Background: an optimization exercise with open tools, aiming at small area, a short achievable clock period and few clock cycles per item. Do not read the settings as production practice. The RTL was checked by simulation tests, not by an equivalence proof against the original design. Power figures rest on the tool's default switching activity, not on a simulated workload.

## flow/config.mk

```make
export PLATFORM = sky130hd
export DESIGN_NAME = chip8_instruction_execute_top
export DESIGN_NICKNAME = chip8_instruction_execute_top
export VERILOG_FILES = /design/flow/design.v
export SDC_FILE = /design/flow/constraint.sdc
export NUM_CORES = 4
export LEC_CHECK = 0
export ABC_AREA = 1
export ABC_CLOCK_PERIOD_IN_PS = 2500
export CAP_MARGIN = 0
export CORE_MARGIN = 2
export CORE_UTILIZATION = 55
export CTS_CLUSTER_DIAMETER = 100
export CTS_CLUSTER_SIZE = 25
export SETUP_SLACK_MARGIN = 4.5
export SLEW_MARGIN = 0
export TNS_END_PERCENT = 20
```

## flow/constraint.sdc

```tcl
create_clock -name core_clock -period 7.0 [get_ports {aclk}]
set_input_delay 1.4000 -clock core_clock [delete_from_list [all_inputs] [get_ports {aclk}]]
set_output_delay 1.4000 -clock core_clock [all_outputs]
set_load 0.01 [all_outputs]
```

## flow/design.v

```verilog
`timescale 1ns / 1ps
`default_nettype none
package c8ie_pkg;
    localparam int unsigned PC_W   = 12;
    localparam int unsigned VREG_W = 8;
    localparam int unsigned VIDX_W = 4;
    localparam int unsigned VREG_N = 16;
    localparam logic [PC_W-1:0]   RESET_START_ADDR = 12'h200;
    localparam logic [VIDX_W-1:0] FLAG_REG         = 4'hF;
    localparam logic [11:0]       NNN_RETURN       = 12'h0EE;
    localparam logic [1:0] ST_OK        = 2'd0;
    localparam logic [1:0] ST_OVERFLOW  = 2'd1;
    localparam logic [1:0] ST_UNDERFLOW = 2'd2;
    localparam logic [1:0] ST_UNHANDLED = 2'd3;
endpackage
`default_nettype wire
`timescale 1ns / 1ps
`default_nettype none
module c8ie_stack #(
    parameter int unsigned STACK_DEPTH = 16,
    parameter int unsigned AW          = 4
) (
    input  wire logic                        aclk,
    input  wire logic                        wr_en,
    input  wire logic [AW-1:0]               wr_addr,
    input  wire logic [c8ie_pkg::PC_W-1:0]   wr_data,
    input  wire logic [AW-1:0]               rd_addr,
    output logic      [c8ie_pkg::PC_W-1:0]   rd_data
);
    logic [c8ie_pkg::PC_W-1:0] mem [STACK_DEPTH];
    always_ff @(posedge aclk) begin
        if (wr_en) begin
            mem[wr_addr] <= wr_data;
        end
    end
    assign rd_data = mem[rd_addr];
endmodule
`default_nettype wire
`timescale 1ns / 1ps
`default_nettype none
module c8ie_vreg_file (
    input  wire logic                          aclk,
    input  wire logic                          clr,
    input  wire logic                          rw,
    input  wire logic [c8ie_pkg::VIDX_W-1:0]   num,
    input  wire logic [c8ie_pkg::VREG_W-1:0]   val,
    input  wire logic                          fw,
    input  wire logic                          fval,
    input  wire logic [c8ie_pkg::VIDX_W-1:0]   rd_x,
    input  wire logic [c8ie_pkg::VIDX_W-1:0]   rd_y,
    output logic      [c8ie_pkg::VREG_W-1:0]   vx,
    output logic      [c8ie_pkg::VREG_W-1:0]   vy
);
    logic [c8ie_pkg::VREG_W-1:0] mem [c8ie_pkg::VREG_N];
    logic [c8ie_pkg::VREG_W-1:0] wval, fwval;
    assign wval  = val;
    assign fwval = fw ? {{(c8ie_pkg::VREG_W-1){1'b0}}, fval} : val;
    always_ff @(posedge aclk) begin
        for (int k = 0; k < c8ie_pkg::VREG_N - 1; k++) begin
            if (clr || (rw && num == c8ie_pkg::VIDX_W'(k))) begin
                mem[k] <= wval;
            end
        end
        if (clr || fw || (rw && num == c8ie_pkg::FLAG_REG)) begin
            mem[c8ie_pkg::VREG_N-1] <= fwval;
        end
    end
    assign vx = mem[rd_x];
    assign vy = mem[rd_y];
endmodule
`default_nettype wire
`timescale 1ns / 1ps
`default_nettype none
module c8ie_exec (
    input  wire logic [15:0]                   ins,
    input  wire logic [7:0]                    ctl,
    input  wire logic                          clr,
    input  wire logic [c8ie_pkg::PC_W-1:0]     pc,
    input  wire logic [c8ie_pkg::PC_W-1:0]     idx,
    input  wire logic                          empty,
    input  wire logic                          full,
    input  wire logic [c8ie_pkg::VREG_W-1:0]   vx,
    input  wire logic [c8ie_pkg::VREG_W-1:0]   vy,
    input  wire logic [c8ie_pkg::PC_W-1:0]     stack_top,
    output logic      [c8ie_pkg::PC_W-1:0]     pc_next,
    output logic      [c8ie_pkg::PC_W-1:0]     pc_inc,
    output logic      [c8ie_pkg::PC_W-1:0]     idx_next,
    output logic                               push,
    output logic                               pop,
    output logic      [c8ie_pkg::VREG_W-1:0]   val,
    output logic                               fval,
    output logic      [1:0]                    status
);
    logic [3:0]  op, n;
    logic [7:0]  nn;
    logic [11:0] nnn, pc_skip;
    logic        a_inv, b_inv, b_nn, cin, sel_sum, is_ret;
    logic        is_sys, is_jmp, is_call, is_skeqi, is_sknei, is_skeqr, is_skner;
    logic        is_ld, is_alu, is_ldi, fn_known, skip;
    logic [7:0]  a, b, s, other;
    logic        cout;
    assign op  = ins[15:12];
    assign n   = ins[3:0];
    assign nn  = ins[7:0];
    assign nnn = ins[11:0];
    assign {a_inv, b_inv, b_nn, cin, sel_sum, is_ret} = ctl[7:2];
    assign is_sys   = (op == 4'h0);
    assign is_jmp   = (op == 4'h1);
    assign is_call  = (op == 4'h2);
    assign is_skeqi = (op == 4'h3);
    assign is_sknei = (op == 4'h4);
    assign is_skeqr = (op == 4'h5);
    assign is_ld    = (op == 4'h6);
    assign is_alu   = (op == 4'h8);
    assign is_skner = (op == 4'h9);
    assign is_ldi   = (op == 4'hA);
    assign fn_known = (n[3] == 1'b0) || (n == 4'hE);
    assign a = vx ^ {8{a_inv}};
    assign b = b_nn ? nn : (vy ^ {8{b_inv}});
    c8ie_add8 u_add (
        .a    (a),
        .b    (b),
        .cin  (cin),
        .s    (s),
        .cout (cout)
    );
    always_comb begin
        other = '0;
        if (!clr) begin
            if (is_ld) begin
                other = nn;
            end else begin
                case (n)
                    4'h0:    other = vy;
                    4'h1:    other = vx | vy;
                    4'h2:    other = vx & vy;
                    4'h3:    other = vx ^ vy;
                    4'h6:    other = {1'b0, vx[7:1]};
                    4'hE:    other = {vx[6:0], 1'b0};
                    default: other = '0;
                endcase
            end
        end
    end
    assign val = (sel_sum && !clr) ? s : other;
    always_comb begin
        case (n)
            4'h6:    fval = vx[0];
            4'hE:    fval = vx[7];
            default: fval = cout;
        endcase
    end
    always_comb begin
        pc_inc[0]  = pc[0];
        pc_skip[0] = pc[0];
        pc_skip[1] = pc[1];
        for (int k = 1; k < 12; k++) begin
            pc_inc[k] = pc[k] ^ (&(pc | (12'hFFF << k) | 12'h001));
        end
        for (int k = 2; k < 12; k++) begin
            pc_skip[k] = pc[k] ^ (&(pc | (12'hFFF << k) | 12'h003));
        end
    end
    assign skip = (is_skeqi && (vx == nn)) || (is_sknei && (vx != nn)) ||
                  (is_skeqr && (vx == vy)) || (is_skner && (vx != vy));
    assign push = is_call && !full;
    assign pop  = is_ret && !empty;
    always_comb begin
        if (pop) begin
            pc_next = stack_top;
        end else if (is_jmp || push) begin
            pc_next = nnn;
        end else if (skip) begin
            pc_next = pc_skip;
        end else begin
            pc_next = pc_inc;
        end
    end
    assign idx_next = is_ldi ? nnn : idx;
    always_comb begin
        status = c8ie_pkg::ST_OK;
        if (is_ret && empty) begin
            status = c8ie_pkg::ST_UNDERFLOW;
        end else if (is_call && full) begin
            status = c8ie_pkg::ST_OVERFLOW;
        end else if ((is_sys && !is_ret) || (op > 4'hA) || (is_alu && !fn_known)) begin
            status = c8ie_pkg::ST_UNHANDLED;
        end
    end
endmodule
module c8ie_predec (
    input  wire logic [15:0] ins,
    output logic      [7:0]  ctl
);
    logic [3:0] op, n;
    logic       is_alu, is_addi, fn_known, fn_arith;
    assign op       = ins[15:12];
    assign n        = ins[3:0];
    assign is_alu   = (op == 4'h8);
    assign is_addi  = (op == 4'h7);
    assign fn_known = (n[3] == 1'b0) || (n == 4'hE);
    assign fn_arith = (n == 4'h4) || (n == 4'h5) || (n == 4'h7);
    assign ctl[7] = is_alu && (n == 4'h7);                         
    assign ctl[6] = (n == 4'h5);                                   
    assign ctl[5] = is_addi;                                       
    assign ctl[4] = is_alu && ((n == 4'h5) || (n == 4'h7));        
    assign ctl[3] = is_addi || (is_alu && fn_arith);               
    assign ctl[2] = (ins == {4'h0, c8ie_pkg::NNN_RETURN});         
    assign ctl[1] = (op == 4'h6) || is_addi || (is_alu && fn_known);    
    assign ctl[0] = is_alu && (fn_arith || n == 4'h6 || n == 4'hE);     
endmodule
module c8ie_add8 (
    input  wire logic [7:0] a,
    input  wire logic [7:0] b,
    input  wire logic       cin,
    output logic      [7:0] s,
    output logic            cout
);
    logic [8:0] g0, p0, g1, p1, g2, p2, g3;
    always_comb begin
        g0[0] = cin;
        p0[0] = 1'b0;
        for (int k = 0; k < 8; k++) begin
            g0[k+1] = a[k] & b[k];
            p0[k+1] = a[k] ^ b[k];
        end
        for (int k = 0; k < 9; k++) begin
            g1[k] = (k >= 1) ? (g0[k] | (p0[k] & g0[k-1])) : g0[k];
            p1[k] = (k >= 1) ? (p0[k] & p0[k-1]) : p0[k];
        end
        for (int k = 0; k < 9; k++) begin
            g2[k] = (k >= 2) ? (g1[k] | (p1[k] & g1[k-2])) : g1[k];
            p2[k] = (k >= 2) ? (p1[k] & p1[k-2]) : p1[k];
        end
        for (int k = 0; k < 9; k++) begin
            g3[k] = (k >= 4) ? (g2[k] | (p2[k] & g2[k-4])) : g2[k];
        end
        for (int k = 0; k < 8; k++) begin
            s[k] = p0[k+1] ^ g3[k];
        end
        cout = g2[8] | (p2[8] & g3[4]);
    end
endmodule
`default_nettype wire
`timescale 1ns / 1ps
`default_nettype none
module chip8_instruction_execute_top #(
    parameter int unsigned STACK_DEPTH = 16
) (
    input  wire logic        aclk,
    input  wire logic        aresetn,
    input  wire logic        cfg_valid,
    output logic             cfg_ready,
    input  wire logic [11:0] cfg_start_address,
    input  wire logic        s_valid,
    output logic             s_ready,
    input  wire logic [15:0] s_instruction,
    output logic             m_valid,
    input  wire logic        m_ready,
    output logic [11:0]      m_pc_value,
    output logic [11:0]      m_index_value,
    output logic             m_reg_written,
    output logic [3:0]       m_reg_number,
    output logic [7:0]       m_vreg_data,
    output logic             m_flag_written,
    output logic             m_flag_value,
    output logic [1:0]       m_status
);
    localparam int unsigned AW = (STACK_DEPTH > 1) ? $clog2(STACK_DEPTH) : 1;
    localparam int unsigned RW = 17;    
    logic        s_ready_reg, rst_reg;
    logic        r_valid_reg, r2_valid_reg, e_valid_reg, h_valid_reg;
    logic        r_valid_nxt, r2_valid_nxt, e_valid_nxt, h_valid_nxt;
    logic        e_fire, r_adv, r_load, accept, h_en;
    logic [15:0] r_ins_reg, r2_ins_reg;
    logic [7:0]  rd_x, rd_y, fwd_x, fwd_y;
    logic [15:0] e_ins_reg;
    logic [7:0]  opx_reg, opy_reg;
    logic [7:0]  r_ctl, e_ctl_reg;
    logic [11:0]   pc_reg, idx_reg;
    logic [AW-1:0] tp_reg;      
    logic          ne_reg;      
    logic [11:0] pc_next, pc_inc, idx_next, stack_top;
    logic        push, pop, e_rw, e_fw, e_fval, w_rw, w_fw;
    logic [7:0]  e_val;
    logic [1:0]  e_status;
    logic [3:0]  e_num;
    logic [RW-1:0] e_res;
    logic [RW-1:0] h_res_reg;
    assign cfg_ready = 1'b1;
    assign s_ready   = s_ready_reg;
    assign h_en    = !h_valid_reg || m_ready;
    assign e_fire  = e_valid_reg && h_en;
    assign r_adv   = !e_valid_reg || h_en;
    assign r_load  = r_adv || !r_valid_reg;
    assign accept  = s_valid && s_ready_reg;
    assign e_num = e_ins_reg[11:8];
    assign e_rw  = e_ctl_reg[1];
    assign e_fw  = e_ctl_reg[0];
    assign w_rw  = e_fire && e_rw;
    assign w_fw  = e_fire && e_fw;
    c8ie_predec u_predec (
        .ins (r_ins_reg),
        .ctl (r_ctl)
    );
    c8ie_vreg_file u_vregs (
        .aclk  (aclk),
        .clr   (rst_reg),
        .rw    (w_rw),
        .num   (e_num),
        .val   (e_val),
        .fw    (w_fw),
        .fval  (e_fval),
        .rd_x  (r_ins_reg[11:8]),
        .rd_y  (r_ins_reg[7:4]),
        .vx    (rd_x),
        .vy    (rd_y)
    );
    always_comb begin
        fwd_x = rd_x;
        if (e_valid_reg && e_fw && r_ins_reg[11:8] == c8ie_pkg::FLAG_REG) begin
            fwd_x = {7'd0, e_fval};
        end else if (e_valid_reg && e_rw && r_ins_reg[11:8] == e_num) begin
            fwd_x = e_val;
        end
        fwd_y = rd_y;
        if (e_valid_reg && e_fw && r_ins_reg[7:4] == c8ie_pkg::FLAG_REG) begin
            fwd_y = {7'd0, e_fval};
        end else if (e_valid_reg && e_rw && r_ins_reg[7:4] == e_num) begin
            fwd_y = e_val;
        end
    end
    c8ie_stack #(
        .STACK_DEPTH (STACK_DEPTH),
        .AW          (AW)
    ) u_stack (
        .aclk    (aclk),
        .wr_en   (e_fire && push),
        .wr_addr (AW'(tp_reg + AW'(1))),
        .wr_data (pc_inc),
        .rd_addr (tp_reg),
        .rd_data (stack_top)
    );
    c8ie_exec u_exec (
        .ins       (e_ins_reg),
        .ctl       (e_ctl_reg),
        .clr       (rst_reg),
        .pc        (pc_reg),
        .idx       (idx_reg),
        .empty     (!ne_reg),
        .full      (ne_reg && tp_reg == AW'(STACK_DEPTH - 1)),
        .vx        (opx_reg),
        .vy        (opy_reg),
        .stack_top (stack_top),
        .pc_next   (pc_next),
        .pc_inc    (pc_inc),
        .idx_next  (idx_next),
        .push      (push),
        .pop       (pop),
        .val       (e_val),
        .fval      (e_fval),
        .status    (e_status)
    );
    assign e_res = {e_rw, e_num, e_val, e_fw, e_fval, e_status};
    always_comb begin
        r_valid_nxt  = r_load ? (r2_valid_reg || accept) : 1'b1;
        r2_valid_nxt = r2_valid_reg ? !r_adv : (accept && r_valid_reg && !r_adv);
        e_valid_nxt  = r_adv ? r_valid_reg : 1'b1;
        h_valid_nxt  = h_en ? e_valid_reg : 1'b1;
    end
    always_ff @(posedge aclk) begin
        rst_reg <= !aresetn;
        if (!aresetn) begin
            s_ready_reg  <= 1'b1;
            r_valid_reg  <= 1'b0;
            r2_valid_reg <= 1'b0;
            e_valid_reg  <= 1'b0;
            h_valid_reg  <= 1'b0;
        end else begin
            s_ready_reg  <= !r2_valid_nxt;
            r_valid_reg  <= r_valid_nxt;
            r2_valid_reg <= r2_valid_nxt;
            e_valid_reg  <= e_valid_nxt;
            h_valid_reg  <= h_valid_nxt;
        end
    end
    always_ff @(posedge aclk) begin
        if (cfg_valid) begin
            pc_reg <= cfg_start_address;
        end else if (rst_reg) begin
            pc_reg <= c8ie_pkg::RESET_START_ADDR;
        end else if (e_fire) begin
            pc_reg <= pc_next;
        end
        if (rst_reg) begin
            idx_reg <= '0;
            ne_reg  <= 1'b0;
            tp_reg  <= AW'(STACK_DEPTH - 1);
        end else if (e_fire) begin
            idx_reg <= idx_next;
            if (push) begin
                ne_reg  <= 1'b1;
                tp_reg  <= AW'(tp_reg + AW'(1));
            end else if (pop) begin
                ne_reg  <= (tp_reg != '0);
                tp_reg  <= AW'(tp_reg - AW'(1));
            end
        end
    end
    always_ff @(posedge aclk) begin
        if (r_load) begin
            r_ins_reg <= r2_valid_reg ? r2_ins_reg : s_instruction;
        end
        if (!r2_valid_reg) begin
            r2_ins_reg <= s_instruction;
        end
        if (r_adv) begin
            e_ins_reg <= r_ins_reg;
            e_ctl_reg <= r_ctl;
            opx_reg   <= fwd_x;
            opy_reg   <= fwd_y;
        end
        if (h_en) begin
            h_res_reg <= e_res;
        end
    end
    assign m_valid = h_valid_reg;
    assign {m_reg_written, m_reg_number, m_vreg_data, m_flag_written, m_flag_value,
            m_status} = h_res_reg;
    assign m_pc_value    = pc_reg;
    assign m_index_value = idx_reg;
endmodule
`default_nettype wire
```

## flow/flow/run.sh

```bash
#!/bin/bash
# The standard layout, with plain buffers (instead of the delay cells the
# resizer picks by default) on the input and output ports.
set -euo pipefail
bash standard.sh BUFFER_PORTS_ARGS="-buffer_cell sky130_fd_sc_hd__buf_2" finish > standard_flow.log 2>&1
```

## flow/standard.sh

```bash
#!/bin/bash
# synth_recipe.tcl (not shown) runs the flow's synth.tcl, then flattens the netlist and writes it again
# the make line also repeats each setting of config.mk as NAME=value (left out here)
make -C /OpenROAD-flow-scripts/flow DESIGN_CONFIG=/design/flow/config.mk WORK_HOME=/design/flow/orfs CLKGATE_MAP_FILE= SYNTH_SCRIPT=/design/flow/synth_recipe.tcl "${@:-finish}"
```

==> run summary, run 1 <==
- Total power: 0.00531 W
- DRT iter0 DRCs: 1,891
- Worst Tran Pin Value: 1.02 ns
- Final ANT Viol Nets: 0
- Routed wire length: 62,200 µm
- Commonest non-fill, non-tap cell in the layout: nand2_1
- # clock sinks: 448
- CP arrival: 1.32 ns
- Commonest non-fill, non-tap cells in the layout: nand2_1 (558), edfxtp_1 (405), nor2_1 (248)
- Area growth syn-to-layout: 10.6%
- Worst path slowest cell: edfxtp_1
- DR WL/cell: 23.3 µm
- Share of layout cells above drive strength 1: 0.102
- Unique masters post-synth: 47
- DP Worst Slack: 3.67 ns
- Bufs on Longest Clock Path: 3
- Peak Freq: 367 MHz
- Gr usage total: 0.316
- VDD IR max: 0.000202 V
- Clock H-tree levels: 1
- Worst hold path cell count: 2
- Async SR Flop Fraction: 0
- Maxcap violations: 0
- CTS buffer count: 22
- RSZ-0062 raised after global routing: yes
- Rows: 71
- Total gr overflow: 0
- Worst r2r src: e_ctl_reg[6]
- Critical Path Fanout Max: 1
- Syn Std Cell Area: 20,700 µm²
- Cell Chain, Critical Path: buf_2
- Die Width: 198 µm
- Max reg flops: 192
- CP bufs+invs: 1
- Synth Instances: 2,098
- Hold Crit Start: r2_ins_reg[14]
- Drt via density: 5.95
- Setup ws final: 4.28 ns
- # setup viols final: 0
- Die height: 198 µm
- Top layer in use: met4
- Final HPWL DP: 43,200 µm
- Reg-to-Reg End: opy_reg[0]
- TNS Setup: 0 ns
- Die footprint: 39,200 µm²
- CP max stage delay: 0.54 ns
- Setup Crit Path Kind: reg -> out
- Beginning of the critical path: h_res_reg[15]
- Largest net degree at the start of global routing: 97
- Worst Setup Start Kind: flop
- Top cell type's share of synthesized area: 0.588
- CTS tree: yes
- P_leak: 9.10 nW
- Syn Nets: 2,170
- Worst Hold Path EP: r2_ins_reg[14]
- R2r worst-path depth: 13
- IO Pins: 77
- Final min period: 2.72 ns
- Reg-to-reg setup timing slack: 4.35 ns
- Leading post-synthesis cells by cell area: edfxtp_1 (59%), nand2_1 (10%), nor2_1 (4.9%), dfxtp_1 (4.2%), nand3_1 (3.7%)
- Global-route wire length before repair: 91,400 µm
- Fin crit share: 0.389
- Ant diodes: 0
- Delay-heaviest family, CP: flip-flops
- Met3 WL: 4910 µm
- DRC viols: 0
- DR pass1 iterations: 8
- Cell taking the most area after synthesis: edfxtp_1
- EDFF count, synth: 405
- Root buf cell: clkbuf_16
- PortBufs: 75
- Slew headroom: 0.321
- Syn_area_per_cell: 9.86 µm²
- Seq/Total Area, Yosys: 0.630
- Clock transition at path regs: 0.10 ns
- Ys flop type: edfxtp_1
- Vias in the first global route: 15,000
- Initial Util: 0.554
- Final net count: 2,253
- Status: complete, no violations
- Seq cells post-synth: 448
- Final hold viol count: 0
- YS warnings: 6
- Antenna violations before repair: 0
- Power per Cell Area: 232 nW/µm²
- WP data required: 5.60 ns
- Hold Path Class: reg -> reg
- Vias: 15,900
- Critical Path End Type: primary output
- Met2 WL: 29,700 µm
- M1 WL: 24,900 µm
- Slew Limit Fails: 0
- Worst-Skew Late Latency: 0.57 ns
- Clk_skew: 0.0256 ns
- RePlAce Congestion: 0.971
- Core ar.: 37,300 µm²
==> cell usage after synthesis (all sizes together) (2+ instances only) <==
library cell and count:
a21o 3, a21oi 59, a31oi 7, buf 20, clkbuf 39, dfxtp 43
edfxtp 405, ha 38, inv 163, nand2 572, nand3 153, nand3b 7
nand4 30, nor2 277, nor3 17, o2111ai 2, o211ai 7, o21ai 152
o21bai 3, o221ai 5, o22ai 47, or2 4, xnor2 17, xor2 18
==> cells by family after synthesis <==
logic type | share of synthesized area
simple gates | 0.212
other cells | 0.000181
compound gates | 0.0768
buf+inv | 0.0425
xor+xnor | 0.0148
flops | 0.630
fa+ha+maj | 0.0240
==> final cells by class <==
class / instances / area, µm²
timing repair inverter: 2 / 15.0
timing repair buffer: 116 / 848
clock buffer: 36 / 624
tap: 474 / 593
inverter: 164 / 636
sequential: 448 / 13000
multi-input combinational: 1427 / 7090
clock inverter: 3 / 37.5
fill: 3157 / 14400
==> repair_timing <==
item | 4_1_cts | 5_1_grt
setup buffers | 19 | 13
hold endpoints to repair | 0 | 0
hold buffers | 0 | 0
gates resized for setup | 26 | 16
pin swaps | 4 | 6
setup endpoints to repair | 530 | 554
cloned | 0 | 2
==> through the flow <==
step                      utilization  area, µm²  std cells  hold WS, ns
after floorplan                     -      20900       2098        0.414
after global placement          0.580      21700       2597        0.427
after detailed placement        0.580      21700       2597        0.434
after CTS                       0.607      22600       2655        0.456
after global routing            0.613      22900       2670        0.476
final                           0.613      22900       2670        0.453
==> where the power goes <==
group / internal, W / switching [W]
clock network: 0.000627 / 0.000833
logic: 0.000201 / 0.000442
registers: 0.00309 / 0.000113
total: 0.00392 / 0.00139
==> how the worst max path moves through the flow <==
stage / endpoint / slack, ns / cells after the start
5_1_grt: u_vregs.mem[13][4] / 4.19 / 5
6_report: m_reg_number[3] / 4.28 / 1
2_1_floorplan: s_ready_reg / 4.24 / 6
4_1_cts: m_reg_number[1] / 4.28 / 1
3_5_place_dp: u_stack.mem[7][7] / 3.67 / 7
3_3_place_gp: s_ready_reg / 3.74 / 7
==> layer usage <==
layer  global-route usage  vias up
met5                    0        -
met4                0.125        0
met3               0.0354      144
met2                0.530      853
met1                0.423     7549
li1                     -     7335
Testbench counts, summed over its fixed seeds: cycles 12,024, items 12,000.
==> run 2, diff against run 1 <==
--- a/flow/config.mk
+++ b/flow/config.mk
@@ -9,9 +9,9 @@
 export ABC_CLOCK_PERIOD_IN_PS = 2500
-export CAP_MARGIN = 0
+export CAP_MARGIN = 20
 export CORE_MARGIN = 2
 export CORE_UTILIZATION = 55
-export CTS_CLUSTER_DIAMETER = 100
-export CTS_CLUSTER_SIZE = 25
+export CTS_CLUSTER_DIAMETER = 60
+export CTS_CLUSTER_SIZE = 30
 export SETUP_SLACK_MARGIN = 4.5
-export SLEW_MARGIN = 0
+export SLEW_MARGIN = 20
 export TNS_END_PERCENT = 20
==> run 2 against run 1 <==
Still clean on timing, DRC and antenna; synthesized cell count unchanged; register-to-register slack improved by 0.03 ns; global-route usage grew 0.48 points; core utilization grew 2.1 points; flip-flop and latch count unchanged; total power grew 15%; combinational power up 2%; clock power rose by 52%; non-clock buffer count increased by 2; sequential power barely moved.
==> run summary, run 2 <==
- Die footprint: 39,200 µm² (unchanged)
- Clk_skew: 0.0328 ns (+0.00722 ns)
- Vias in the first global route: 15,100 (+0.79%)
- Clock transition at path regs: 0.08 ns (-0.02 ns)
- Ant diodes: 0 (unchanged)
- DR WL/cell: 23.2 µm (-0.56%)
- Delay-heaviest family, CP: flip-flops
- Unique masters post-synth: 47 (unchanged)
- Reg-to-reg setup timing slack: 4.38 ns (+0.03 ns)
- Cell taking the most area after synthesis: edfxtp_1
- Synth Instances: 2,098 (unchanged)
- Commonest non-fill, non-tap cells in the layout: nand2_1 (558), edfxtp_1 (405), nor2_1 (249)
- Seq/Total Area, Yosys: 0.630 (unchanged)
- Worst Tran Pin Value: 1.06 ns (+0.0425 ns)
- Fin util: 0.633 (+0.0206)
- Drt via density: 5.92 (-0.47%)
- Bufs on Longest Clock Path: 3 (unchanged)
- Maxcap violations: 0 (unchanged)
- CP arrival: 1.31 ns (about the same)
- Peak Freq: 370 MHz (+0.57%)
- Post-layout instance area: 23,600 µm² (+3.4%)
- Top cell type's share of synthesized area: 0.588 (unchanged)
- EDFF count, synth: 405 (unchanged)
- Largest net degree at the start of global routing: 97 (unchanged)
- Async SR Flop Fraction: 0 (unchanged)
- Hold Path Class: reg -> reg
- Max reg flops: 192 (unchanged)
- Die Width: 198 µm (unchanged)
- Fill count: 3,067 (-2.9%)
- Final ANT Viol Nets: 0 (unchanged)
- WP data required: 5.60 ns (about the same)
- Status: complete, no violations
- Total gr overflow: 0 (unchanged)
- Fin cells: 2,700 (+1.1%)
- CP bufs+invs: 1 (unchanged)
- Final hold viol count: 0 (unchanged)
- Root buf cell: clkbuf_16
- DR pass1 iterations: 7 (-1)
- Placed cells: 2,597 (unchanged)
- CTS tree: yes
- Critical Path Fanout Max: 1 (unchanged)
- VDD IR max: 0.000246 V (+22%)
- Count leader, synth: nand2_1
- DRT iter0 DRCs: 1,971 (+4.2%)
- CP max stage delay: 0.53 ns (about the same)
- Area growth syn-to-layout: 14.3%
- Worst path slowest cell: edfxtp_1
- Vias: 16,000 (+0.65%)
- PortBufs: 75 (unchanged)
- Final HPWL DP: 43,200 µm (unchanged)
- RSZ-0062 raised after global routing: yes
- Initial Util: 0.554 (unchanged)
- Antenna violations before repair: 0 (unchanged)
- # setup viols final: 0 (unchanged)
- Leading post-synthesis cells by cell area: edfxtp_1 (59%), nand2_1 (10%), nor2_1 (4.9%), dfxtp_1 (4.2%), nand3_1 (3.7%)
- Global-route wire length before repair: 92,200 µm (+0.96%)
- Final net count: 2,269 (+0.71%)
- Share of layout cells above drive strength 1: 0.122 (+0.0197)
- Rows: 71 (unchanged)
- # clock sinks: 448 (unchanged)
- Syn_area_per_cell: 9.86 µm² (unchanged)
- Die height: 198 µm (unchanged)
- TNS Setup: 0 ns (unchanged)
- Cell Chain, Critical Path: buf_2
- Slew Limit Fails: 0 (unchanged)
- Placed cell area: 21,700 µm² (unchanged)
- P_leak: 9.45 nW (+3.8%)
- Fin crit share: 0.387 (-0.00222)
- Gr usage total: 0.321 (+0.00475)
- Clock H-tree levels: 2 (+1)
- CTS buffer count: 37 (+68%)
- Setup Crit Path Kind: reg -> out
- Syn Nets: 2,170 (unchanged)
- Worst Setup Start Kind: flop
- YS warnings: 6 (unchanged)
- Commonest non-fill, non-tap cell in the layout: nand2_1
- Total power: 0.00608 W (+15%)
- Routed wire length: 62,500 µm (+0.56%)
- Seq cells post-synth: 448 (unchanged)
- Hold_buf cts: 0 (unchanged)
- Final min period: 2.71 ns (-0.0155 ns)
- Core ar.: 37,300 µm² (unchanged)
- Top cells by count, synth: nand2_1 (565), edfxtp_1 (405), nor2_1 (269)
- Slew headroom: 0.291 (-0.0304)
- Syn Std Cell Area: 20,700 µm² (unchanged)
- Power per Cell Area: 257 nW/µm² (+11%)
- Worst-Skew Late Latency: 0.57 ns (about the same)
- Critical Path End Type: primary output
- IO Pins: 77 (unchanged)
- Ys flop type: edfxtp_1
- DRC viols: 0 (unchanged)
- RePlAce Congestion: 0.971 (unchanged)
[run 2: cell counts after synthesis]
Identical to the previous run, type by type.
[run 2: layout make-up]
cell class	count	area [µm²]	area share
multi-input cells	1427	7140	0.302
flip-flops and latches	448	13000	0.551
well taps	474	593	0.0251
repair inverters	1	7.51	0.000318
inverters	164	632	0.0267
clock inverters	27	322	0.0136
repair buffers	118	917	0.0388
clock buffers	41	993	0.0420
[run 2: through the flow]
| stage | setup slack (ns) | hold WS, ns |
|---|---|---|
| final | 4.29 | 0.450 |
| after global routing | 4.18 | 0.474 |
| after CTS | 4.30 | 0.453 |
| after detailed placement | 3.67 | 0.434 |
| after global placement | 3.74 | 0.427 |
| after floorplan | 4.24 | 0.414 |
[run 2: routing by layer]
| metal | track usage | part of all wire |
|---|---|---|
| met3 | 0.0417 | 0.074 |
| met4 | 0.127 | 0.042 |
| met2 | 0.535 | 0.48 |
| met1 | 0.428 | 0.41 |
| met5 | 0 | 0 |
[run 2: logic make-up (layout without fill, tap and decap cells)]
family / after synthesis / count (layout) / share of synthesized area
adders and majority gates: 39 / 39 / 0.0240
AOI/OAI and AO/OA: 289 / 289 / 0.0768
DFF: 448 / 448 / 0.630
buffers and inverters: 223 / 351 / 0.0425
other: 1 / 1 / 0.000181
xor gates and xnor gates: 35 / 35 / 0.0148
and+or+nand+nor: 1063 / 1063 / 0.212
[run 2: where the power goes]
| part | total, W | internal, W | leakage (nW) | switching, W |
|---|---|---|---|---|
| sequential | 0.00321 | 0.00309 | 4.34 | 0.000114 |
| combinational | 0.000655 | 0.000210 | 4.48 | 0.000445 |
| clock | 0.00222 | 0.00116 | 0.628 | 0.00106 |
[run 2: timing repair]
item	in CTS	in global routing
endpoints found under the setup margin	524	556
pin swaps	5	5
gates cloned	0	1
gates resized for setup	28	24
buffers inserted	21	13
[run 2: worst paths after layout]
check | to | cells after the start | start
max | m_reg_number[3] | 1 | h_res_reg[15]
min | r2_ins_reg[6] | 2 | r2_ins_reg[6]
max reg2reg | opy_reg[0] | 13 | e_ctl_reg[6]
min reg2reg | r2_ins_reg[6] | 2 | r2_ins_reg[6]
==> run 3, diff against run 2 <==
--- a/flow/design.v
+++ b/flow/design.v
@@ -299,4 +299,4 @@
     assign e_fw  = e_ctl_reg[0];
-    assign w_rw  = e_fire && e_rw;
-    assign w_fw  = e_fire && e_fw;
+    assign w_rw  = e_valid_reg && e_rw;
+    assign w_fw  = e_valid_reg && e_fw;
     c8ie_predec u_predec (
@@ -337,3 +337,3 @@
         .aclk    (aclk),
-        .wr_en   (e_fire && push),
+        .wr_en   (e_valid_reg && push),
         .wr_addr (AW'(tp_reg + AW'(1))),
--- a/flow/config.mk
+++ b/flow/config.mk
@@ -12,4 +12,4 @@
 export CORE_UTILIZATION = 55
-export CTS_CLUSTER_DIAMETER = 60
-export CTS_CLUSTER_SIZE = 30
+export CTS_CLUSTER_DIAMETER = 100
+export CTS_CLUSTER_SIZE = 25
 export SETUP_SLACK_MARGIN = 4.5
==> run 3 against run 2 <==
Setup slack lost 0.039 ns; critical path type unchanged; first-iteration DRC count shrank 19%; still clean; fmax shrank 1.4%; non-clock buffer count grew 35; largest cell class unchanged.
==> run summary, run 3 <==
- Status: complete, no violations
- Largest net degree at the start of global routing: 97 (unchanged)
- Reg-to-reg setup timing slack: 4.45 ns (+0.07 ns)
- R2r worst-path depth: 9 (-4)
- Final net count: 2,296 (+1.2%)
- Seq pwr share: 0.612 (+0.085)
- CTS buffer count: 21 (-43%)
- Power per Cell Area: 225 nW/µm² (-13%)
- DRT iter0 DRCs: 1,605 (-19%)
- Clock transition at path regs: 0.10 ns (+0.02 ns)
- Worst Tran Pin Value: 0.867 ns (-0.194 ns)
- Syn_area_per_cell: 9.89 µm² (+0.33%)
- Commonest non-fill, non-tap cells in the layout: nand2_1 (543), edfxtp_1 (405), nor2_1 (247)
- RSZ-0062 raised after global routing: yes
- Cell taking the most area after synthesis: edfxtp_1
- Peak Freq: 364 MHz (-1.4%)
- Initial Util: 0.556 (+0.00158)
- Syn Nets: 2,179 (+0.41%)
- DR WL/cell: 21.8 µm (-5.8%)
- Combinational share of power: 0.123 (+0.015)
- TNS Setup: 0 ns (unchanged)
- Worst-Skew Late Latency: 0.56 ns (about the same)
- Setup Crit Path Kind: reg -> out
- Gr usage total: 0.302 (-0.0183)
- PortBufs: 75 (unchanged)
- Hold Path Class: reg -> reg
- Synth Instances: 2,107 (+0.43%)
- Critical Path Fanout Max: 4 (+3)
- Clk_skew: 0.0239 ns (-0.00887 ns)
- Die height: 199 µm (+0.37%)
- Top cell type's share of synthesized area: 0.584 (-0.00445)
- Ant diodes: 0 (unchanged)
- Max reg flops: 192 (unchanged)
- Vias in the first global route: 15,000 (-0.58%)
- YS warnings: 6 (unchanged)
- Beginning of the critical path: pc_reg[10]
- Bufs on Longest Clock Path: 3 (unchanged)
- DR pass1 iterations: 5 (-2)
- Global-route wire length before repair: 88,900 µm (-3.6%)
- Fin crit share: 0.392 (+0.00558)
- Worst r2r src: e_ins_reg[8]
- Slew Limit Fails: 0 (unchanged)
- WP data required: 5.60 ns (about the same)
- Reg-to-Reg End: opx_reg[7]
- Switching power total: 0.00133 W (-18%)
- # setup viols final: 0 (unchanged)
- Clk pwr share: 0.266 (-0.099)
- Clock H-tree levels: 1 (-1)
- Hold_buf cts: 0 (unchanged)
- Final HPWL DP: 41,000 µm (-5.0%)
- CP arrival: 1.34 ns (+0.03 ns)
- Unique masters post-synth: 47 (unchanged)
- Final hold viol count: 0 (unchanged)
- Fill count: 3,199 (+4.3%)
- Fin cells: 2,750 (+1.9%)
- Slew headroom: 0.422 (+0.131)
- Total power: 0.00522 W (-14%)
- Area of the multi-input gates: 7080 µm² (-0.84%)
- Seq cells post-synth: 448 (unchanged)
- CP max stage delay: 0.58 ns (+0.05 ns)
- Final min period: 2.74 ns (+0.0390 ns)
- Worst Hold Path EP: r2_ins_reg[14]
- Ys flop type: edfxtp_1
- P_leak: 9.28 nW (-1.8%)
- Syn Std Cell Area: 20,800 µm² (+0.76%)
- CTS tree: yes
- Area growth syn-to-layout: 11.3%
- Count leader, synth: nand2_1
- Cell Chain, Critical Path: buf_2
- Worst hold path cell count: 2 (unchanged)
- Share of layout cells above drive strength 1: 0.120 (-0.00250)
- RePlAce Congestion: 0.905 (-6.8%)
- Maxcap violations: 0 (unchanged)
- Seq/Total Area, Yosys: 0.625 (-0.00477)
- Top cells by count, synth: nand2_1 (552), edfxtp_1 (405), nor2_1 (258)
- IO Pins: 77 (unchanged)
- Delay-heaviest family, CP: flip-flops
- Critical Path End Type: primary output
- Placed cells: 2,666 (+2.7%)
- Async SR Flop Fraction: 0 (unchanged)
- Antenna violations before repair: 0 (unchanged)
- Sw Share: 0.256 (-0.0105)
- Hold Crit Start: r2_ins_reg[14]
- Pint: 0.00388 W (-13%)
- Seq. cell area: 13,000 µm² (unchanged)
- Worst path slowest cell: edfxtp_1
- Core ar.: 37,500 µm² (+0.48%)
- VDD IR max: 0.000233 V (-5.0%)
- Total gr overflow: 0 (unchanged)
- Die Width: 199 µm (+0.37%)
- Routed wire length: 60,000 µm (-4.0%)
- Final ANT Viol Nets: 0 (unchanged)
- Worst Setup Start Kind: flop
- CP bufs+invs: 1 (unchanged)
- DRC viols: 0 (unchanged)
- Die footprint: 39,500 µm² (+0.74%)
- Rows: 71 (unchanged)
- EDFF count, synth: 405 (unchanged)
- Root buf cell: clkbuf_16
- # clock sinks: 448 (unchanged)
- Drt via density: 5.73 (-3.2%)
- Vias: 15,800 (-1.4%)
- Leading post-synthesis cells by cell area: edfxtp_1 (58%), nand2_1 (9.9%), nor2_1 (4.6%), dfxtp_1 (4.1%), nand3_1 (3.6%)
- Commonest non-fill, non-tap cell in the layout: nand2_1
[run 3: cell count changes in the layout (fill, tap and decap cells not counted), moves of 7 or more]
cell,change
clkbuf_1,+14
clkbuf_16,-18
buf_4,+42
o21ai_1,-7
nor2_2,+10
nor2_4,-8
nand2_1,-15
[run 3: kinds of logic (layout without fill, tap and decap cells)]
| group | count (synthesis) | in the layout | synth area share |
|---|---|---|---|
| AO/OA/AOI/OAI | 299 | 299 | 0.0810 |
| XOR/XNOR | 35 | 35 | 0.0147 |
| adder cells (fa/ha/maj) | 39 | 39 | 0.0238 |
| buffers and inverters | 241 | 373 | 0.0455 |
| flip-flops | 448 | 448 | 0.625 |
| other | 1 | 1 | 0.000180 |
| AND/OR/NAND/NOR | 1044 | 1044 | 0.210 |
[run 3: power groups by stage]
| stage | combinational, W | clock, W | sequential [W] |
|---|---|---|---|
| 2_1_floorplan | 0.000351 | 0 | 0.00322 |
| 3_3_place_gp | 0.000547 | 0 | 0.00325 |
| 3_5_place_dp | 0.000555 | 0 | 0.00325 |
| 4_1_cts | 0.000582 | 0.00141 | 0.00319 |
| 5_1_grt | 0.000702 | 0.00148 | 0.00320 |
| 6_report | 0.000640 | 0.00139 | 0.00319 |
[run 3: layout make-up]
type / count / share of cell area
clock buffer: 36 / 0.0251
clock inverter: 2 / 0.000540
inverter: 178 / 0.0302
multi-input combinational: 1418 / 0.306
sequential: 448 / 0.562
tap: 511 / 0.0276
timing repair buffer: 153 / 0.0480
timing repair inverter: 4 / 0.00108
[run 3: worst max-delay path by stage]
| stage | endpoint | slack [ns] | cells after the start |
|---|---|---|---|
| 2_1_floorplan | s_ready_reg | 4.31 | 6 |
| 3_3_place_gp | s_ready_reg | 3.77 | 7 |
| 3_5_place_dp | s_ready_reg | 3.72 | 7 |
| 4_1_cts | m_pc_value[0] | 4.22 | 2 |
| 5_1_grt | m_pc_value[10] | 4.21 | 1 |
| 6_report | m_pc_value[10] | 4.26 | 1 |
[run 3: worst register-to-register path, cell delays in order, from the launching register on]
cell and delay (ns):
edfxtp_1 0.62, inv_1 0.33, o22ai_1 0.25, nor3_1 0.06
nand2_1 0.38, inv_1 0.21, a21oi_1 0.21, nand3_1 0.14
nand2_1 0.09, nor2_1 0.05
[run 3: routing by layer]
| layer | up-vias | track usage | share of wire |
|---|---|---|---|
| li1 | 7416 | - | - |
| met1 | 7620 | 0.393 | 0.41 |
| met2 | 601 | 0.521 | 0.49 |
| met3 | 130 | 0.0342 | 0.060 |
| met4 | 0 | 0.117 | 0.040 |
| met5 | - | 0 | 0 |
[run 3: stage by stage]
step | hold WS (ns) | cell area [µm²] | utilization | setup slack, ns
floorplan | 0.414 | 20900 | - | 4.31
global placement | 0.427 | 21900 | 0.584 | 3.77
detailed placement | 0.436 | 21900 | 0.585 | 3.72
CTS | 0.457 | 22700 | 0.606 | 4.22
global route | 0.492 | 23200 | 0.618 | 4.21
finish | 0.450 | 23200 | 0.618 | 4.26
[run 3: timing repair]
item	4_1_cts	5_1_grt
setup buffers	12	30
pin swaps	4	9
endpoints found under the setup margin	249	301
cloned	0	4
gates resized for setup	17	40
endpoints found under the hold margin	0	0
Testbench counts of run 3, summed over its fixed seeds: cycles 12,024, items 12,000.
==> run 4, diff against run 3 <==
--- a/flow/config.mk
+++ b/flow/config.mk
@@ -11,3 +11,3 @@
 export CORE_MARGIN = 2
-export CORE_UTILIZATION = 55
+export CORE_UTILIZATION = 70
 export CTS_CLUSTER_DIAMETER = 100
==> run 4 against run 3 <==
Synthesized cell count did not move; total power shrank 0.56%; still clean on timing, DRC and antenna; non-clock buffer count down 20; final area shrank 1.4%; critical path depth is the same; global-route usage up 6.2 points; wire length shrank 5.5%; largest cell class unchanged; sequential share of layout area grew 0.78 points.
==> run summary, run 4 <==
- Status: complete, no violations
- Slew headroom: 0.388 (-0.0337)
- RSZ-0062 raised after global routing: yes
- GRT Max-Usage Layer: met2
- Share of layout cells above drive strength 1: 0.111 (-0.00823)
- Critical Path End Type: primary output
- Core ar.: 29,500 µm² (-21%)
- Area growth syn-to-layout: 9.72%
- Worst Setup Start Kind: flop
- Top cell type's share of synthesized area: 0.584 (unchanged)
- Gr usage total: 0.364 (+0.0623)
- Die height: 177 µm (-11%)
- EDFF count, synth: 405 (unchanged)
- Die footprint: 31,200 µm² (-21%)
- Commonest non-fill, non-tap cell in the layout: nand2_1
- Syn Nets: 2,179 (unchanged)
- Peak Freq: 369 MHz (+1.4%)
- TNS Setup: 0 ns (unchanged)
- DRC viols: 0 (unchanged)
- Global-route wire length before repair: 85,100 µm (-4.3%)
- Vias: 16,200 (+2.8%)
- Delay-heaviest family, CP: flip-flops
- Reg-to-Reg End: u_stack.mem[11][0]
- Fill count: 1,946 (-39%)
- Total power: 0.00519 W (-0.56%)
- Slew Limit Fails: 0 (unchanged)
- Drt via density: 6.21 (+8.4%)
- Hold Path Class: reg -> reg
- Post-layout instance area: 22,900 µm² (-1.4%)
- Worst-Skew Late Latency: 0.56 ns (about the same)
- Final ANT Viol Nets: 0 (unchanged)
- Max reg flops: 192 (unchanged)
- Commonest non-fill, non-tap cells in the layout: nand2_1 (543), edfxtp_1 (405), nor2_1 (242)
- Vias in the first global route: 15,300 (+2.0%)
- Fin crit share: 0.387 (-0.00524)
- Die Width: 177 µm (-11%)
- CP arrival: 1.31 ns (-0.03 ns)
- Total gr overflow: 0 (unchanged)
- Area of the multi-input gates: 7110 µm² (+0.32%)
- Count leader, synth: nand2_1
- Leading post-synthesis cells by cell area: edfxtp_1 (58%), nand2_1 (9.9%), nor2_1 (4.6%), dfxtp_1 (4.1%), nand3_1 (3.6%)
- YS warnings: 6 (unchanged)
- CTS tree: yes
- IO Pins: 77 (unchanged)
- Seq cells post-synth: 448 (unchanged)
- P_leak: 9.19 nW (-0.92%)
- Ys flop type: edfxtp_1
- # clock sinks: 448 (unchanged)
- Synth Instances: 2,107 (unchanged)
- Cell taking the most area after synthesis: edfxtp_1
- Grt met1 use: 0.456 (+0.0627)
- CTS buffer count: 21 (unchanged)
- Hold Slack: 0.459 ns (+0.00895 ns)
- Worst Hold Path EP: h_res_reg[16]
- DR pass1 iterations: 6 (+1)
- Reg-to-reg setup timing slack: 4.38 ns (-0.07 ns)
- Beginning of the critical path: pc_reg[6]
- Maxcap violations: 0 (unchanged)
- RePlAce Congestion: 0.992 (+9.6%)
- Met2 track demand over resource: 0.632 (+0.110)
- Hold_buf cts: 0 (unchanged)
- PortBufs: 75 (unchanged)
- Seq. cell area: 13,000 µm² (about the same)
- Initial Util: 0.707 (+0.151)
- Critical Path Fanout Max: 6 (+2)
- Routed wire length: 56,700 µm (-5.5%)
- Worst path slowest cell: edfxtp_1
- Syn_area_per_cell: 9.89 µm² (unchanged)
- Hold Crit Start: e_ctl_reg[1]
- Top cells by count, synth: nand2_1 (552), edfxtp_1 (405), nor2_1 (258)
- DRT iter0 DRCs: 1,910 (+19%)
- R2r worst-path depth: 7 (-2)
- Worst Tran Pin Value: 0.917 ns (+0.0503 ns)
- Unique masters post-synth: 47 (unchanged)
- Final net count: 2,273 (-1.0%)
- # setup viols final: 0 (unchanged)
- Final hold viol count: 0 (unchanged)
- VDD IR max: 0.000261 V (+12%)
- Largest net degree at the start of global routing: 97 (unchanged)
- Clk_skew: 0.0237 ns (-0.000257 ns)
- Seq/Total Area, Yosys: 0.625 (unchanged)
- Final HPWL DP: 38,400 µm (-6.5%)
- Clock H-tree levels: 1 (unchanged)
- Clock transition at path regs: 0.10 ns (about the same)
- CP max stage delay: 0.55 ns (-0.03 ns)
- Root buf cell: clkbuf_16
- Bufs on Longest Clock Path: 3 (unchanged)
- WP data required: 5.60 ns (about the same)
- CP bufs+invs: 1 (unchanged)
- Syn Std Cell Area: 20,800 µm² (unchanged)
- Cell Chain, Critical Path: buf_2
- Rows: 63 (-11%)
- Placed cell area: 21,700 µm² (-0.94%)
- Stages on the worst setup path: 1 (unchanged)
- Final min period: 2.71 ns (-0.0367 ns)
- Worst r2r src: e_ins_reg[15]
- Setup Crit Path Kind: reg -> out
- Async SR Flop Fraction: 0 (unchanged)
- DR WL/cell: 21.7 µm (-0.42%)
- Antenna violations before repair: 4 (+4)
- Power per Cell Area: 227 nW/µm² (+0.84%)
- Global Route met3 Usage: 0.0515 (+0.0172)
- Worst hold path cell count: 0 (-2)
-- run 4: logic make-up (layout without fill, tap and decap cells) --
family | Yosys count | after routing | share of synthesized area
flops | 448 | 448 | 0.625
xor+xnor | 35 | 35 | 0.0147
other cells | 1 | 5 | 0.000180
buf+inv | 241 | 350 | 0.0455
fa+ha+maj | 39 | 39 | 0.0238
simple gates | 1044 | 1044 | 0.210
compound gates | 299 | 299 | 0.0810
-- run 4: metrics by stage --
step | setup WS (ns) | instances | util
after floorplan | 4.31 | 2107 | -
after global placement | 3.73 | 2538 | 0.736
after detailed placement | 3.75 | 2540 | 0.736
after CTS | 4.20 | 2597 | 0.768
after global routing | 4.16 | 2609 | 0.775
final | 4.29 | 2610 | 0.775
-- run 4: where the power goes --
group / internal, W / switching (W) / total, W
sequential: 0.00309 / 0.000110 / 0.00320
combinational: 0.000210 / 0.000410 / 0.000619
clock: 0.000576 / 0.000795 / 0.00137
-- run 4: routing by layer --
layer  part of all wire  wire (µm)
met2               0.50      28100
met3              0.092       5240
met1               0.36      20200
met4              0.055       3140
met5                  0          0
-- run 4: final cells by class --
type / count / area share
Antenna cell: 4 / 0.000438
Clock buffer: 36 / 0.0255
Clock inverter: 2 / 0.000547
Inverter: 178 / 0.0304
Multi-Input combinational cell: 1418 / 0.311
Sequential cell: 448 / 0.570
Tap cell: 390 / 0.0213
Timing Repair Buffer: 133 / 0.0409
Timing Repair inverter: 1 / 0.000328
-- run 4: repair_timing --
item,4_1_cts,5_1_grt
cloned,1,0
endpoints found under the hold margin,0,0
pin swaps,13,6
gates resized for setup,30,28
setup endpoints to repair,310,298
setup buffers,18,9
-- run 4: worst max-delay path by stage --
| stage | end | slack [ns] |
|---|---|---|
| after detailed placement | s_ready_reg | 3.75 |
| after global routing | s_ready_reg | 4.16 |
| after floorplan | s_ready_reg | 4.31 |
| after CTS | u_stack.mem[15][6] | 4.20 |
| final | m_pc_value[6] | 4.29 |
| after global placement | idx_reg[11] | 3.73 |
==> run 5, diff against run 4 <==
--- a/flow/config.mk
+++ b/flow/config.mk
@@ -11,6 +11,6 @@
 export CORE_MARGIN = 2
-export CORE_UTILIZATION = 70
+export CORE_UTILIZATION = 62
 export CTS_CLUSTER_DIAMETER = 100
 export CTS_CLUSTER_SIZE = 25
-export SETUP_SLACK_MARGIN = 4.5
+export SETUP_SLACK_MARGIN = 4.35
 export SLEW_MARGIN = 20
==> run 5 against run 4 <==
Largest cell class unchanged; global-route usage is 4.3 points lower; setup slack worse by 0.026 ns; first-iteration DRC count is 20% lower; clock-buffer cell count is 7 lower; still clean; via count is 3.8% lower; sequential power hardly changed.
==> run summary, run 5 <==
- Fill count: 2,623 (+35%)
- VDD IR max: 0.000206 V (-21%)
- Hold_buf cts: 0 (unchanged)
- Area of the multi-input gates: 6970 µm² (-1.9%)
- Clock transition at path regs: 0.10 ns (about the same)
- Vias in the first global route: 14,700 (-3.9%)
- Synth Instances: 2,107 (unchanged)
- TNS Setup: 0 ns (unchanged)
- # clock sinks: 448 (unchanged)
- CTS buffer count: 21 (unchanged)
- Initial Util: 0.626 (-0.0807)
- PortBufs: 75 (unchanged)
- Top cells by count, synth: nand2_1 (552), edfxtp_1 (405), nor2_1 (258)
- Commonest non-fill, non-tap cells in the layout: nand2_1 (544), edfxtp_1 (405), nor2_1 (252)
- CP bufs+invs: 2 (+1)
- Post-Synth XOR/XNOR Area: 0.0147 (unchanged)
- Post-layout instance area: 22,600 µm² (-1.3%)
- Bufs on Longest Clock Path: 3 (unchanged)
- Vias: 15,600 (-3.8%)
- EDFF count, synth: 405 (unchanged)
- Synth Area in Compound Gates: 0.0810 (unchanged)
- Most frequent CP cell: nor2_1
- Final hold viol count: 0 (unchanged)
- Post-Synth Adder-Cell Area: 0.0238 (unchanged)
- Unique masters post-synth: 47 (unchanged)
- Global-route wire length before repair: 85,800 µm (+0.78%)
- YS warnings: 6 (unchanged)
- RePlAce Congestion: 0.963 (-3.0%)
- DR pass1 iterations: 5 (-1)
- Final net count: 2,259 (-0.62%)
- Gr usage total: 0.322 (-0.0428)
- DRT iter0 DRCs: 1,523 (-20%)
- Rows: 67 (+6.3%)
- Final HPWL DP: 39,000 µm (+1.5%)
- Placed cell area: 21,800 µm² (+0.54%)
- Hold Path Class: reg -> reg
- Async SR Flop Fraction: 0 (unchanged)
- DRC viols: 0 (unchanged)
- Final min period: 2.73 ns (+0.0264 ns)
- Placed cells: 2,605 (+2.6%)
- Seq. cell area: 13,000 µm² (about the same)
- Delay-heaviest family, CP: simple AND/OR/NAND/NOR gates
- Post-Synth Simple-Gate Area: 0.210 (unchanged)
- Area growth syn-to-layout: 8.30%
- CTS tree: yes
- Slew Limit Fails: 0 (unchanged)
- Critical Path End Type: flop
- Fin cells: 2,641 (+1.2%)
- Die Width: 187 µm (+6.1%)
- Status: complete, no violations
- Cell taking the most area after synthesis: edfxtp_1
- Critical Path Fanout Max: 8 (+2)
- Die height: 187 µm (+6.1%)
- Worst Setup Start Kind: flop
- Syn Std Cell Area: 20,800 µm² (unchanged)
- CP arrival: 2.99 ns (+1.68 ns)
- Largest family of logic cells by synthesized area: simple AND/OR/NAND/NOR gates
- Fin crit share: 0.391 (+0.00378)
- P_leak: 9.07 nW (-1.3%)
- Clk_skew: 0.0134 ns (-0.0103 ns)
- Core ar.: 33,300 µm² (+13%)
- Mux contribution to synthesized area: 0 (unchanged)
- CP max stage delay: 0.60 ns (+0.05 ns)
- RSZ-0062 raised after global routing: yes
- Maxcap violations: 0 (unchanged)
- Ys flop type: edfxtp_1
- Syn Nets: 2,179 (unchanged)
- Worst-Skew Late Latency: 0.54 ns (-0.02 ns)
- Routed wire length: 56,200 µm (-0.93%)
- Max reg flops: 192 (unchanged)
- Hold Slack: 0.459 ns (-0.0000610 ns)
- Root buf cell: clkbuf_16
- Peak Freq: 366 MHz (-0.97%)
- Drt via density: 5.91 (-4.9%)
- Cell Chain, Critical Path: nor2_1 -> inv_1 -> nor2_1 -> nand2_2 -> nor2_1 -> nand2_1 -> nor2_1 -> buf_4
- Worst path slowest cell: nor2_1
- Setup Crit Path Kind: reg -> reg
- Share of layout cells above drive strength 1: 0.0971 (-0.0143)
- Die footprint: 35,100 µm² (+13%)
- Power per Cell Area: 226 nW/µm² (-0.35%)
- Slew headroom: 0.314 (-0.0737)
- IO Pins: 77 (unchanged)
- Seq/Total Area, Yosys: 0.625 (unchanged)
- Leading post-synthesis cells by cell area: edfxtp_1 (58%), nand2_1 (9.9%), nor2_1 (4.6%), dfxtp_1 (4.1%), nand3_1 (3.6%)
- # setup viols final: 0 (unchanged)
- Final ANT Viol Nets: 0 (unchanged)
- Total gr overflow: 0 (unchanged)
- Ant diodes: 0 (-4)
- Worst Tran Pin Value: 1.03 ns (+0.110 ns)
- Count leader, synth: nand2_1
- WP data required: 7.26 ns (+1.66 ns)
- Antenna violations before repair: 0 (-4)
- Top cell type's share of synthesized area: 0.584 (unchanged)
- Commonest non-fill, non-tap cell in the layout: nand2_1
- Syn_area_per_cell: 9.89 µm² (unchanged)
- Clock H-tree levels: 1 (unchanged)
- Largest net degree at the start of global routing: 89 (-8.2%)
- Seq cells post-synth: 448 (unchanged)
- DR WL/cell: 21.3 µm (-2.1%)
==> run 5: per-layer routing <==
layer	track usage	vias to the layer above	share of wire
li1	-	7348	-
met1	0.421	7419	0.39
met2	0.557	715	0.50
met3	0.0334	116	0.072
met4	0.123	0	0.041
met5	0	-	0
==> run 5: timing repair <==
action	in CTS	in global routing
setup buffers	6	1
gates resized for setup	12	12
setup endpoints to repair	184	211
pin swaps	2	1
==> run 5: tightest hold or removal path, delay by kind of cell (launching register included) <==
kind	cells	cell delay, ns
DFF	1	0.32
and+or+nand+nor	2	0.11
==> run 5: layout make-up <==
| cell class | instances | area share |
|---|---|---|
| sequential | 448 | 0.577 |
| multi-input combinational | 1418 | 0.309 |
| timing repair buffer | 120 | 0.0332 |
| inverter | 178 | 0.0307 |
| clock buffer | 29 | 0.0251 |
| tap | 448 | 0.0248 |
==> run 5: final timing paths <==
path	from	end	slack [ns]	depth (start not counted)
worst max-delay path	e_ins_reg[14]	u_stack.mem[12][9]	4.27	8
worst min-delay path	r2_ins_reg[3]	r2_ins_reg[3]	0.46	2
worst max register to register	e_ins_reg[14]	u_stack.mem[12][9]	4.27	8
worst min register to register	r2_ins_reg[3]	r2_ins_reg[3]	0.46	2
==> run 5: power by group <==
part           leakage (nW)  internal (W)  switching (W)
Sequential             4.34       0.00309       0.000108
Combinational          4.46      0.000181       0.000386
Clock                 0.274      0.000566       0.000776
==> run 5: logic make-up (layout without fill, tap and decap cells) <==
| family | count (synthesis) | after routing |
|---|---|---|
| buffers and inverters | 241 | 327 |
| xor gates and xnor gates | 35 | 35 |
| DFF | 448 | 448 |
| adders and majority gates | 39 | 39 |
| and+or+nand+nor | 1044 | 1044 |
| other | 1 | 1 |
| AOI/OAI and AO/OA | 299 | 299 |
==> run 5: stage by stage <==
step,worst slack (ns),utilization,total power [W]
3_5_place_dp,3.60,0.656,0.00380
6_report,4.27,0.678,0.00510
5_1_grt,4.11,0.678,0.00528
2_1_floorplan,4.31,-,0.00357
4_1_cts,4.19,0.676,0.00511
3_3_place_gp,3.74,0.656,0.00378
==> run 6, diff against run 5 <==
--- a/flow/config.mk
+++ b/flow/config.mk
@@ -14,4 +14,4 @@
 export CTS_CLUSTER_SIZE = 25
-export SETUP_SLACK_MARGIN = 4.35
+export SETUP_SLACK_MARGIN = 4.5
 export SLEW_MARGIN = 20
-export TNS_END_PERCENT = 20
+export TNS_END_PERCENT = 100
==> run 6 against run 5 <==
Synthesized cell count unchanged; still clean; first-iteration DRC count up 23%; via count up 4.8%; clock skew grew 0.012 ns; core utilization is 2.7 points higher; final area is 4.0% higher; non-clock buffer count is 63 higher; die area stayed put; wire length is 4.9% higher; setup slack better by 0.070 ns.
==> run summary, run 6 <==
- CP arrival: 1.26 ns (-1.73 ns)
- RePlAce Congestion: 0.966 (+0.33%)
- IO Pins: 77 (unchanged)
- Gr usage total: 0.325 (+0.00356)
- Fin cells: 2,705 (+2.4%)
- # setup viols final: 0 (unchanged)
- Ys flop type: edfxtp_1
- Vias in the first global route: 15,000 (+2.0%)
- Critical Path End Type: primary output
- Commonest non-fill, non-tap cell in the layout: nand2_1
- YS warnings: 6 (unchanged)
- CTS tree: yes
- Die footprint: 35,100 µm² (unchanged)
- Met2 WL: 29,400 µm (+5.5%)
- Area growth syn-to-layout: 12.7%
- Cell Chain, Critical Path: buf_2
- Delay-heaviest family, CP: flip-flops
- Total gr overflow: 0 (unchanged)
- Final hold viol count: 0 (unchanged)
- TNS Setup: 0 ns (unchanged)
- M1 WL: 21,900 µm (-0.60%)
- Switching power total: 0.00135 W (+6.1%)
- Clk_skew: 0.0259 ns (+0.0125 ns)
- EDFF count, synth: 405 (unchanged)
- Syn_area_per_cell: 9.89 µm² (unchanged)
- Peak Freq: 375 MHz (+2.6%)
- PortBufs: 75 (unchanged)
- Root buf cell: clkbuf_16
- Unique masters post-synth: 47 (unchanged)
- Max reg flops: 192 (unchanged)
- CP max stage delay: 0.52 ns (-0.08 ns)
- Share of layout cells above drive strength 1: 0.144 (+0.0469)
- Hold Path Class: reg -> reg
- Synth Instances: 2,107 (unchanged)
- Vias: 16,300 (+4.8%)
- Seq/Total Area, Yosys: 0.625 (unchanged)
- Routed wire length: 59,000 µm (+4.9%)
- Count leader, synth: nand2_1
- Rows: 67 (unchanged)
- Slew headroom: 0.325 (+0.0111)
- Critical Path Fanout Max: 2 (-6)
- P_leak: 9.45 nW (+4.2%)
- Worst-Skew Late Latency: 0.55 ns (about the same)
- Ant diodes: 0 (unchanged)
- Status: complete, no violations
- Maxcap violations: 0 (unchanged)
- Antenna violations before repair: 0 (unchanged)
- DR pass1 iterations: 6 (+1)
- Drt via density: 6.04 (+2.3%)
- Top cell type's share of synthesized area: 0.584 (unchanged)
- RSZ-0062 raised after global routing: yes
- Final min period: 2.66 ns (-0.0700 ns)
- Met3 WL: 4880 µm (+21%)
- Final HPWL DP: 39,100 µm (+0.37%)
- Top cells by count, synth: nand2_1 (552), edfxtp_1 (405), nor2_1 (258)
- Power per Cell Area: 224 nW/µm² (-1.2%)
- Bufs on Longest Clock Path: 3 (unchanged)
- VDD IR max: 0.000221 V (+7.1%)
- Leading post-synthesis cells by cell area: edfxtp_1 (58%), nand2_1 (9.9%), nor2_1 (4.6%), dfxtp_1 (4.1%), nand3_1 (3.6%)
- Fin crit share: 0.381 (-0.0100)
- Global-route wire length before repair: 86,800 µm (+1.2%)
- Clock transition at path regs: 0.11 ns (about the same)
- Worst path slowest cell: edfxtp_1
- DRT iter0 DRCs: 1,878 (+23%)
- Commonest non-fill, non-tap cells in the layout: nand2_1 (538), edfxtp_1 (405), nor2_1 (239)
- CTS buffer count: 21 (unchanged)
- Syn Nets: 2,179 (unchanged)
- Final net count: 2,325 (+2.9%)
- Async SR Flop Fraction: 0 (unchanged)
- # clock sinks: 448 (unchanged)
- Seq pwr share: 0.607 (-0.019)
- DRC viols: 0 (unchanged)
- Fin util: 0.705 (+0.0273)
- Final ANT Viol Nets: 0 (unchanged)
- Initial Util: 0.626 (unchanged)
- Slew Limit Fails: 0 (unchanged)
- CP bufs+invs: 1 (-1)
- Die height: 187 µm (unchanged)
- Hold_buf cts: 0 (unchanged)
- Worst Tran Pin Value: 1.01 ns (-0.0166 ns)
- Cell taking the most area after synthesis: edfxtp_1
- WP data required: 5.60 ns (-1.66 ns)
- Seq cells post-synth: 448 (unchanged)
- Combinational share of power: 0.138 (+0.027)
- Placed cells: 2,602 (-0.12%)
- Pint: 0.00390 W (+1.7%)
- Core ar.: 33,300 µm² (unchanged)
- Sw Share: 0.257 (+0.00790)
- Worst Setup Start Kind: flop
- Die Width: 187 µm (unchanged)
- Clock H-tree levels: 1 (unchanged)
- Largest net degree at the start of global routing: 97 (+9.0%)
- Clk pwr share: 0.256 (-0.007)
- Syn Std Cell Area: 20,800 µm² (unchanged)
- Setup Crit Path Kind: reg -> out
- DR WL/cell: 21.8 µm (+2.5%)
- Top layer in use: met4
run 6: metal layers:
layer	vias up	global-route usage
met5	-	0
met4	0	0.132
met3	179	0.0323
met2	903	0.568
met1	7782	0.420
li1	7480	-
run 6: logic make-up (layout without fill, tap and decap cells):
family | Yosys count | in the layout | share of synthesized area
flip-flops | 448 | 448 | 0.625
AND/OR/NAND/NOR | 1044 | 1045 | 0.210
other | 1 | 1 | 0.000180
AO/OA/AOI/OAI | 299 | 299 | 0.0810
buffers and inverters | 241 | 390 | 0.0455
XOR/XNOR | 35 | 35 | 0.0147
adder cells (fa/ha/maj) | 39 | 39 | 0.0238
run 6: power by group through the flow:
stage | Combinational, W | Sequential, W | Clock, W
global route | 0.000771 | 0.00319 | 0.00143
detailed placement | 0.000541 | 0.00325 | 0
CTS | 0.000597 | 0.00318 | 0.00135
floorplan | 0.000351 | 0.00322 | 0
global placement | 0.000530 | 0.00325 | 0
finish | 0.000722 | 0.00318 | 0.00134
run 6: worst paths after layout:
kind | startpoint | endpoint | slack (ns) | depth (start not counted)
max reg2reg | e_ctl_reg[5] | u_vregs.mem[9][7] | 4.34 | 12
min | r2_ins_reg[14] | r2_ins_reg[14] | 0.45 | 2
min reg2reg | r2_ins_reg[14] | r2_ins_reg[14] | 0.45 | 2
max | pc_reg[0] | m_pc_value[0] | 4.34 | 1
run 6: worst register-to-register path, stage by stage (launching register included):
cell and delay [ns]:
edfxtp_1 0.39, clkinvlp_4 0.19, buf_12 0.19, nor2_4 0.08
a21oi_2 0.05, ha_1 0.34, a21o_1 0.20, a31oi_1 0.22
nand2_1 0.13, or2_4 0.26, nand3_4 0.10, nand2_8 0.10
buf_12 0.17
run 6: timing repair:
item	CTS	global route
pin swaps	8	22
endpoints found under the setup margin	263	170
setup buffers	37	35
cloned	1	3
resized for setup	33	68
run 6: area by class of cell:
type	count	area, µm²
multi-input cells	1419	7240
inverters	178	703
fillers	2538	9810
flip-flops and latches	448	13000
clock buffers	27	548
well taps	448	561
repair inverters	2	12.5
repair buffers	183	1380
run 6: stage by stage:
| stage | setup slack [ns] | hold slack, ns | area (µm²) | total power (W) |
|---|---|---|---|---|
| after floorplan | 4.31 | 0.414 | 20900 | 0.00357 |
| final | 4.34 | 0.455 | 23500 | 0.00525 |
| after global placement | 3.71 | 0.433 | 21800 | 0.00378 |
| after detailed placement | 3.73 | 0.433 | 21800 | 0.00380 |
| after global routing | 4.26 | 0.482 | 23500 | 0.00539 |
| after CTS | 4.34 | 0.456 | 22800 | 0.00513 |

[re-timing with driven ports]
In the flow no input, the clock included, has a driving cell. The finished layouts below were timed again as built, in two steps. Step 1: set_driving_cell puts a clkbuf_16 on aclk and a buf_2 on each other input, an assumption about the parent block. Step 2 times the ports against the registers' clock, not the clock port: input delays grow and output delays shrink by t, the midpoint of the rising clock arrivals with the driver on. a / b / c = no drivers / after step 1 / after step 2; a / b = the first two.
| run | t, ns | setup WS [ns] | clock arrival spread, ns |
|---|---|---|---|
| run 1 | 0.615 | 4.279 / 4.222 / 3.732 | 0.029 / 0.029 |
| run 2 | 0.612 | 4.294 / 4.239 / 3.750 | 0.037 / 0.036 |
| run 3 | 0.605 | 4.255 / 4.198 / 3.970 | 0.025 / 0.025 |
| run 4 | 0.603 | 4.292 / 4.237 / 3.781 | 0.025 / 0.025 |
| run 5 | 0.592 | 4.265 / 4.265 / 3.814 | 0.017 / 0.018 |
| run 6 | 0.594 | 4.335 / 4.279 / 3.989 | 0.029 / 0.028 |
After both steps every run listed still meets setup and hold. For run 1, which loses most, drivers alone change the setup slack by -0.057 ns; drivers and shift together by -0.547 ns.
